From an optimization exercise on the open Yosys and OpenROAD flow, aimed at small area and a short achievable clock period; shortcuts taken in it are not production practice. In this exercise RTL edits were held to simulation tests only and were not proved equivalent to the original. No activity file was given, so power comes from the tool's default toggle rates.

**flow/design.v**
```verilog
`default_nettype none
package automaton_pkg;
  typedef logic [8-1:0]        ste_vec_t;        
  typedef logic [8-1:0]     symbol_t;
  typedef logic [10-1:0]     wb_adr_t;
  typedef logic [32-1:0]    wb_data_t;        
  typedef logic [$clog2(8)-1:0] ste_idx_t;
  typedef logic [16-1:0] report_count_t;
  typedef enum logic {
    BUS_IDLE,
    BUS_ACK
  } bus_state_t;
endpackage
`default_nettype wire
`default_nettype none
module wb_config_port (
  input  logic [8-1:0]     symbol,
  input  logic [2:0]               rot,
  output logic [31:0]              bsel,
  output logic [8-1:0]  ssel
);
  logic [2:0] slot;
  assign slot = symbol[7:5] + rot;
  always_comb begin
    for (int b = 0; b < 32; b++) bsel[b] = symbol[4:0] == 5'(b);
    for (int p = 0; p < 8; p++) ssel[p] = slot == 3'(p);
  end
endmodule
`default_nettype wire
`default_nettype none
module ste_aoi3 (
  input  logic [2:0] sel,
  input  logic [2:0] data,
  output logic       y_n
);
  assign y_n = ~|(sel & data);
endmodule
module ste_aoi2 (
  input  logic [1:0] sel,
  input  logic [1:0] data,
  output logic       y_n
);
  assign y_n = ~|(sel & data);
endmodule
module ste_cell (
  input  logic [8*32-1:0] words,      
  input  logic [31:0]                bsel,
  output logic [8-1:0]    word_n
);
  localparam int G = 10;   
  for (genvar p = 0; p < 8; p++) begin : g_slot
    logic [G:0] grp_n;
    for (genvar g = 0; g < G; g++) begin : g_grp
      ste_aoi3 aoi_i (
        .sel  (bsel[3*g +: 3]),
        .data (words[32*p + 3*g +: 3]),
        .y_n  (grp_n[g])
      );
    end
    ste_aoi2 aoi_last_i (
      .sel  (bsel[31:30]),
      .data (words[32*p + 30 +: 2]),
      .y_n  (grp_n[G])
    );
    assign word_n[p] = &grp_n;
  end
endmodule
`default_nettype wire
`default_nettype none
module activation_router (
  input  logic        load,
  input  logic        load_n,
  input  logic [31:0] data,
  input  logic [31:0] prev,
  output logic [31:0] next_n
);
  assign next_n = ~((data & {32{load}}) | (prev & {32{load_n}}));
endmodule
module activation_router_or (
  input  logic        load,
  input  logic        load_n,
  input  logic [31:0] data,
  input  logic [31:0] prev,
  output logic [31:0] next_n
);
  assign next_n = ~((data | {32{load_n}}) & (prev | {32{load}}));
endmodule
`default_nettype wire
`default_nettype none
module automaton_top (
  input  logic                     clk,
  input  logic                     rst,
  input  logic                     cyc,
  input  logic                     stb,
  input  logic                     we,
  input  automaton_pkg::wb_adr_t   adr,
  input  automaton_pkg::wb_data_t  dat_w,
  output automaton_pkg::wb_data_t  dat_r,
  output logic                     ack,
  output logic                     report
);
  localparam int N = 8;
  localparam int W = 8;
  localparam logic [W-1:0] POL = 8'b0011_0011;
  logic [2:0]   rot;         
  logic [31:0]  ring  [N][W];
  automaton_pkg::ste_vec_t succ_q [N];
  automaton_pkg::ste_vec_t start_q;
  automaton_pkg::ste_vec_t rep_q;
  automaton_pkg::ste_vec_t class_q;  
  automaton_pkg::ste_vec_t active;
  logic [15:0]  rdata_q;     
  automaton_pkg::report_count_t count_q;
  automaton_pkg::report_count_t count;
  assign count = count_q + 16'(report);
  always_ff @(posedge clk) begin
    rot <= rot + 3'd1;
    case (adr)
      10'h201: rdata_q <= 16'(active);
      10'h202:  rdata_q <= count;
      default:     rdata_q <= '0;
    endcase
  end
  assign dat_r = 32'(rdata_q);
  logic ack_q;
  always_ff @(posedge clk) begin
    if (rst) begin
      ack_q <= 1'b0;
      ack   <= 1'b0;
    end else begin
      ack_q <= !ack_q && cyc && stb;
      ack   <= !ack && cyc && stb;
    end
  end
  logic       held;
  logic       ste_wr;
  logic       cls_wr;
  logic [2:0] port_word [W/2];   
  logic       rst_q;             
  logic       rst_qq;            
  logic       clr;               
  assign held   = cyc && stb && we;
  assign ste_wr = adr[9:7] == 3'd0;
  assign cls_wr = held && ste_wr && !adr[3];
  assign clr    = rst_q || rst_qq;
  always_ff @(posedge clk) begin
    for (int q = 0; q < W / 2; q++) port_word[q] <= 3'(2 * q) - rot - 3'd2;
    rst_q  <= rst;
    rst_qq <= rst_q;
  end
  for (genvar i = 0; i < N; i++) begin : g_ste
    logic ste_sel;
    logic wr_ack;
    assign ste_sel = ste_wr && adr[6:4] == 3'(i);
    assign wr_ack  = ack_q && we && ste_sel;
    for (genvar p = 0; p < W; p++) begin : g_slot
      if (p % 2 == 0) begin : g_port
        logic wr;
        logic [31:0] next_n;
        assign wr = cls_wr && adr[6:4] == 3'(i) && adr[2:0] == port_word[p / 2];
        if (POL[p]) begin : g_inv
          activation_router port_i (
            .load   (wr),
            .load_n (!(wr || clr)),
            .data   (dat_w),
            .prev   (ring[i][(p + W - 1) % W]),
            .next_n (next_n)
          );
        end else begin : g_true
          activation_router_or port_i (
            .load   (wr || clr),
            .load_n (!wr),
            .data   (~dat_w),
            .prev   (ring[i][(p + W - 1) % W]),
            .next_n (next_n)
          );
        end
        always_ff @(posedge clk) begin
          ring[i][p] <= next_n;
        end
      end else begin : g_pass
        always_ff @(posedge clk) begin
          ring[i][p] <= ring[i][p - 1];
        end
      end
    end
    always_ff @(posedge clk) begin
      if (rst) begin
        succ_q[i]  <= '0;
        start_q[i] <= 1'b0;
        rep_q[i]   <= 1'b0;
      end else if (wr_ack) begin
        if (adr[3:0] == 4'd8) begin
          succ_q[i] <= dat_w[8-1:0];
        end
        if (adr[3:0] == 4'd9) begin
          start_q[i] <= dat_w[0];
          rep_q[i]   <= dat_w[1];
        end
      end
    end
  end
  logic [31:0]  bsel;
  logic [W-1:0] ssel;
  logic [W-1:0] word_n   [N];   
  logic [W-1:0] word_q   [N];
  logic [W-1:0] ssel_q;
  wb_config_port dec_i (
    .symbol (dat_w[7:0]),
    .rot    (rot),
    .bsel   (bsel),
    .ssel   (ssel)
  );
  for (genvar i = 0; i < N; i++) begin : g_look
    logic [W*32-1:0] words;
    for (genvar p = 0; p < W; p++) begin : g_w
      assign words[32*p +: 32] = ring[i][p];
    end
    ste_cell look_i (
      .words    (words),
      .bsel     (bsel),
      .word_n   (word_n[i])
    );
  end
  always_ff @(posedge clk) begin
    for (int p = 0; p < W; p++) ssel_q[p] <= ssel[p] && !rst_q && !(rst_qq && p % 2 == 1);
    for (int i = 0; i < N; i++) word_q[i] <= word_n[i];
  end
  always_comb begin
    for (int i = 0; i < N; i++) begin
      class_q[i] = |((word_q[i] ^ ~POL) & ssel_q);
    end
  end
  automaton_pkg::ste_vec_t match;
  automaton_pkg::ste_vec_t next_active;
  logic step;
  logic clear;
  logic any_hit;
  always_comb begin
    next_active = '0;
    for (int i = 0; i < N; i++) begin
      match[i] = (active[i] || start_q[i]) && class_q[i];
      if (match[i]) next_active = next_active | succ_q[i];
    end
  end
  assign any_hit = |(match & rep_q);
  assign step    = ack_q && we && adr == 10'h200;
  assign clear   = ack_q && we && adr == 10'h203;
  always_ff @(posedge clk) begin
    if (rst || clear) begin
      active  <= '0;
      report  <= 1'b0;
      count_q <= '0;
    end else begin
      if (step) active <= next_active;
      report  <= step && any_hit;
      count_q <= count;
    end
  end
endmodule
`default_nettype wire
```
**flow/flow/run.sh**
```bash
#!/bin/bash
# The standard layout, with the port buffers made of buf_4 cells instead of
# the slow delay buffers that buffer_ports picks by default.
set -euo pipefail
bash standard.sh synth > synth.log 2>&1
bash standard.sh "BUFFER_PORTS_ARGS=-buffer_cell sky130_fd_sc_hd__buf_4" finish > layout.log 2>&1
```
**flow/standard.sh**
```bash
#!/bin/bash
# synth_recipe.tcl (not shown) runs the flow's synth.tcl, then flattens the netlist and writes it again
# the make line also repeats each setting of config.mk as NAME=value (left out here)
make -C /OpenROAD-flow-scripts/flow DESIGN_CONFIG=/design/flow/config.mk WORK_HOME=/design/flow/orfs CLKGATE_MAP_FILE= SYNTH_SCRIPT=/design/flow/synth_recipe.tcl "${@:-finish}"
```
**flow/config.mk**
```make
export PLATFORM = sky130hd
export DESIGN_NAME = automaton_top
export DESIGN_NICKNAME = automaton_top
export VERILOG_FILES = /design/flow/design.v
export SDC_FILE = /design/flow/constraint.sdc
export NUM_CORES = 4
export LEC_CHECK = 0
export CAP_MARGIN = 20
export CORE_MARGIN = 2
export CORE_UTILIZATION = 45
export CTS_CLUSTER_DIAMETER = 80
export CTS_CLUSTER_SIZE = 24
export SETUP_SLACK_MARGIN = 2.6
export SLEW_MARGIN = 20
export SYNTH_HIERARCHICAL = 1
```
**flow/constraint.sdc**
```tcl
create_clock -name core_clock -period 5.0 [get_ports {clk}]
set_input_delay 1.0000 -clock core_clock [delete_from_list [all_inputs] [get_ports {clk}]]
set_output_delay 1.0000 -clock core_clock [all_outputs]
set_load 0.01 [all_outputs]
```
==> metrics.csv <==
metric;value;unit
status;complete, no violations;
insertion_delay;0.80;ns
ctsHtreeMaxLevel;3;
endpoint_kind;register;
p_leak;0.0268;uW
grt_max_degree;86;
ys_ff_latch;2253;
drv_cap;0;
min_path_type;register to register;
rows;141;
synthMuxAreaShare;0.705;%
place_hpwl;159000;um
finalHoldViolCount;0;
tns;0;ns
vias;52000;
die_h;389;um
period_minus_slack;2.61;ns
syn_inst;5154;
synth_edf_count;0;
dp_slack;0.954;ns
setup_viol;0;
ys.flop_type;dfxtp_1;
grt.total_usage;32.8;%
path_class;input pin to register;
synth_adder_area_share;0.124;%
start_util;45.3;%
max_slew.worst_pin.slew;1.03;ns
clockBufferDepth;3;
viasPerCell;7.04;
grt-ovfl-total;0;
clkTransAtPathRegs;0.09;ns
regArea;45100;um2
first_iter_violations;10200;
yosys_warnings;17;
pin_count;81;
period_share;52.2;%
port_buffers;64;
fp.coreArea;147000;um2
ant_nets;0;
required;5.70;ns
slew_violations;0;
power_density;379;nW/um2
synth_cell_types;48;
synth_compound_area_share;22.6;%
routed_wl;265000;um
max_freq;383;MHz
ctsHoldBuffers;0;
antenna_found_initial;8;
cts.sinks;2253;
cts_inserted_buffers;105;
rsz0062_at_grt;true;
gp_congestion;0.942;
drt_first_pass_iters;10;
fin_worst_skew;0.0422;ns
grt_pass1_vias;48100;
die_area;151000;um2
synth-xor-area-share;0.371;%
drcViolationCount;0;
multi_input_area;21600;um2
synth_top_family_by_area;compound AO/OA/AOI/OAI gates;
seq_area_frac_synth;67.6;%
cts_tree;built;
holdWs;0.337;ns
fin_nets;5486;
relSlewSlack;31.4;%
synthSimpleGateAreaFrac;5.42;%
fillers;12600;
wl_per_cell;35.8;um
drive_gt1_share;17.3;%
ys_async_sr_fraction;0;%
finalPower;29100;uW
cp-start-kind;input pin;
peakVddDrop;0.329;mV
cts_root_buf;clkbuf_16;
fin_util;52.1;%
arrival;3.31;ns
worst_slack;2.39;ns
synth_area;66700;um2
area_delta_synth_final;15.1;%
syn_avg_cell_area;12.9;um2
fp.dieW;389;um
grt_pass1_wl;360000;um
critical_path_peak_fanout;8;
==> cell type report <==
type	instances	area share [%]
diodes	9	0.0293
multi-input cells	2627	28.1
flip-flops and latches	2253	58.7
inverters	56	0.274
well taps	1930	3.14
clock inverters	14	0.212
clock buffers	110	3.47
repair buffers	390	6.03
==> cell usage after synthesis (7+ instances only) <==
cell type / n / area, um2
nand3_1: 98 / 490
a21oi_1: 40 / 200
nor2_1: 181 / 679
xnor2_1: 9 / 78.8
mux2i_1: 47 / 470
a222oi_1: 642 / 6430
a22oi_1: 555 / 4170
nand2_1: 88 / 330
clkbuf_1: 39 / 146
o22ai_1: 512 / 3200
and3_1: 11 / 68.8
inv_1: 56 / 210
o21ai_0: 17 / 85.1
and2_1: 8 / 50.1
buf_4: 33 / 248
dfxtp_1: 2253 / 45100
buf_6: 96 / 1080
a31oi_1: 7 / 43.8
xor2_1: 14 / 123
nand4_1: 130 / 813
a22oi_2: 64 / 801
nor2b_1: 23 / 144
buf_2: 83 / 415
nor3_2: 65 / 651
nand2b_1: 10 / 62.6
a221oi_1: 10 / 87.6
nor3_1: 13 / 65.1
==> flip-flops by register name, indices dropped and copies added (netlist names) <==
signal,flops
rep_q,8
rst_qq,1
succ_q,64
report,1
ssel_q,8
ack,1
word_q,64
rst_q,1
count_q,16
rdata_q,16
port_word,6
active,8
ack_q,1
start_q,8
rot,2
ring,2048
==> final timing paths <==
path | startpoint | endpoint | slack [ns] | cells past startpoint
max reg2reg | port_word[3][0]$_DFF_P_ | ring[28][24]$_DFF_P_ | 2.53 | 7
min reg2reg | ring[42][1]$_DFF_P_ | ring[43][1]$_DFF_P_ | 0.34 | 0
min | ring[42][1]$_DFF_P_ | ring[43][1]$_DFF_P_ | 0.34 | 0
max | adr[8] | ring[20][28]$_DFF_P_ | 2.39 | 12
==> layout by cell type, fill, tap and decap left out, drive strengths merged, types with 2 or more instances in the layout <==
master    instances
a2111oi           5
nand4           130
or2               3
mux2i            47
nor2            201
buf             370
nor4              4
xnor2             9
dfxtp          2253
nor3             80
o21ai            17
a22oi           619
nand2b           11
conb             16
ha                5
and3             11
diode             9
bufbuf            4
a222oi          642
nand2            91
or3               6
a221oi           10
or3b              3
a41oi             2
inv              55
and2              8
nand3            99
nor2b            23
nand3b            4
clkinvlp          3
o22ai           512
clkinv           11
xor2             14
a31oi             7
a22o              4
clkbuf          126
a21oi            40
==> power breakdown <==
group / leakage [uW] / internal (uW) / total [uW] / switching [uW]
registers: 0.0182 / 18000 / 18000 / 35.0
clock network: 0.00138 / 3890 / 9560 / 5660
logic: 0.00720 / 366 / 1520 / 1150
total: 0.0268 / 22200 / 29100 / 6840
==> metrics by stage <==
stage | std cells | area, um2
2_1_floorplan | 5169 | 67600
3_3_place_gp | 7084 | 69800
3_5_place_dp | 7085 | 69800
6_report | 7389 | 76800
5_1_grt | 7380 | 76800
4_1_cts | 7322 | 75100
==> critical path: stages <==
cell and delay (ns):
buf_6 0.09, or3_4 0.41, nor3_4 0.33, nand2_4 0.14, or3_4 0.41, buf_6 0.15, nor2_4 0.09, buf_12 0.13
buf_6 0.09, buf_6 0.10, nor2_4 0.10, a22oi_2 0.25
==> modules after synthesis, one instance, submodules excluded <==
module | cell area [um2] | cells
ste_aoi2 | 12.5 | 1
automaton_top | 48800 | 2916
ste_aoi3 | 10.0 | 1
activation_router | 289 | 38
activation_router_or | 251 | 38
wb_config_port | 354 | 62
ste_cell | 220 | 32
==> kinds of logic (layout without fill, tap and decap cells) <==
kind of cell	Yosys count	after routing
simple gates	655	675
fa+ha+maj	6	6
buf+inv	309	570
flops	2253	2253
mux	47	47
other cells	1	25
xor+xnor	25	25
compound gates	1858	1858
==> timing repair <==
| action | 4_1_cts | 5_1_grt |
|---|---|---|
| pin swaps | 55 | 55 |
| cloned | 37 | 21 |
| setup buffers | 76 | 37 |
| gates resized for setup | 245 | 194 |
| setup endpoints to repair | 1062 | 808 |
==> metal layers <==
metal  track usage (%)  share of wire, %
met4              16.4               5.9
met3              8.48                13
met5                 0             0.035
met1              44.5                39
met2              48.4                42

==> separate check: timing with driven ports <==
How much do the figures lean on ideal ports? The routed layout below was timed once more, with nothing changed but the port constraints.
Step 1 sets driving cells, clkbuf_16 on the clock port and buf_2 on the other inputs (assumed; they add their load-dependent delay and slew).
Step 2 also shifts input and output timing later by t, the mid clock arrival at the registers, as if the neighbouring blocks saw the same clock.
Three values: no drivers, after step 1, after step 2; two values: the first two.
t, ns: 0.851
slack for setup (ns): 2.392 / 2.368 / 1.518
hold slack, ns: 0.337 / 0.337 / 0.337
worst setup path after step 2: input to register
slew at the worst register clock pin (ns): 0.10 / 0.10
After both steps this run still meets setup and hold. For this run, drivers alone change the setup slack by -0.024 ns; drivers and shift together by -0.874 ns.
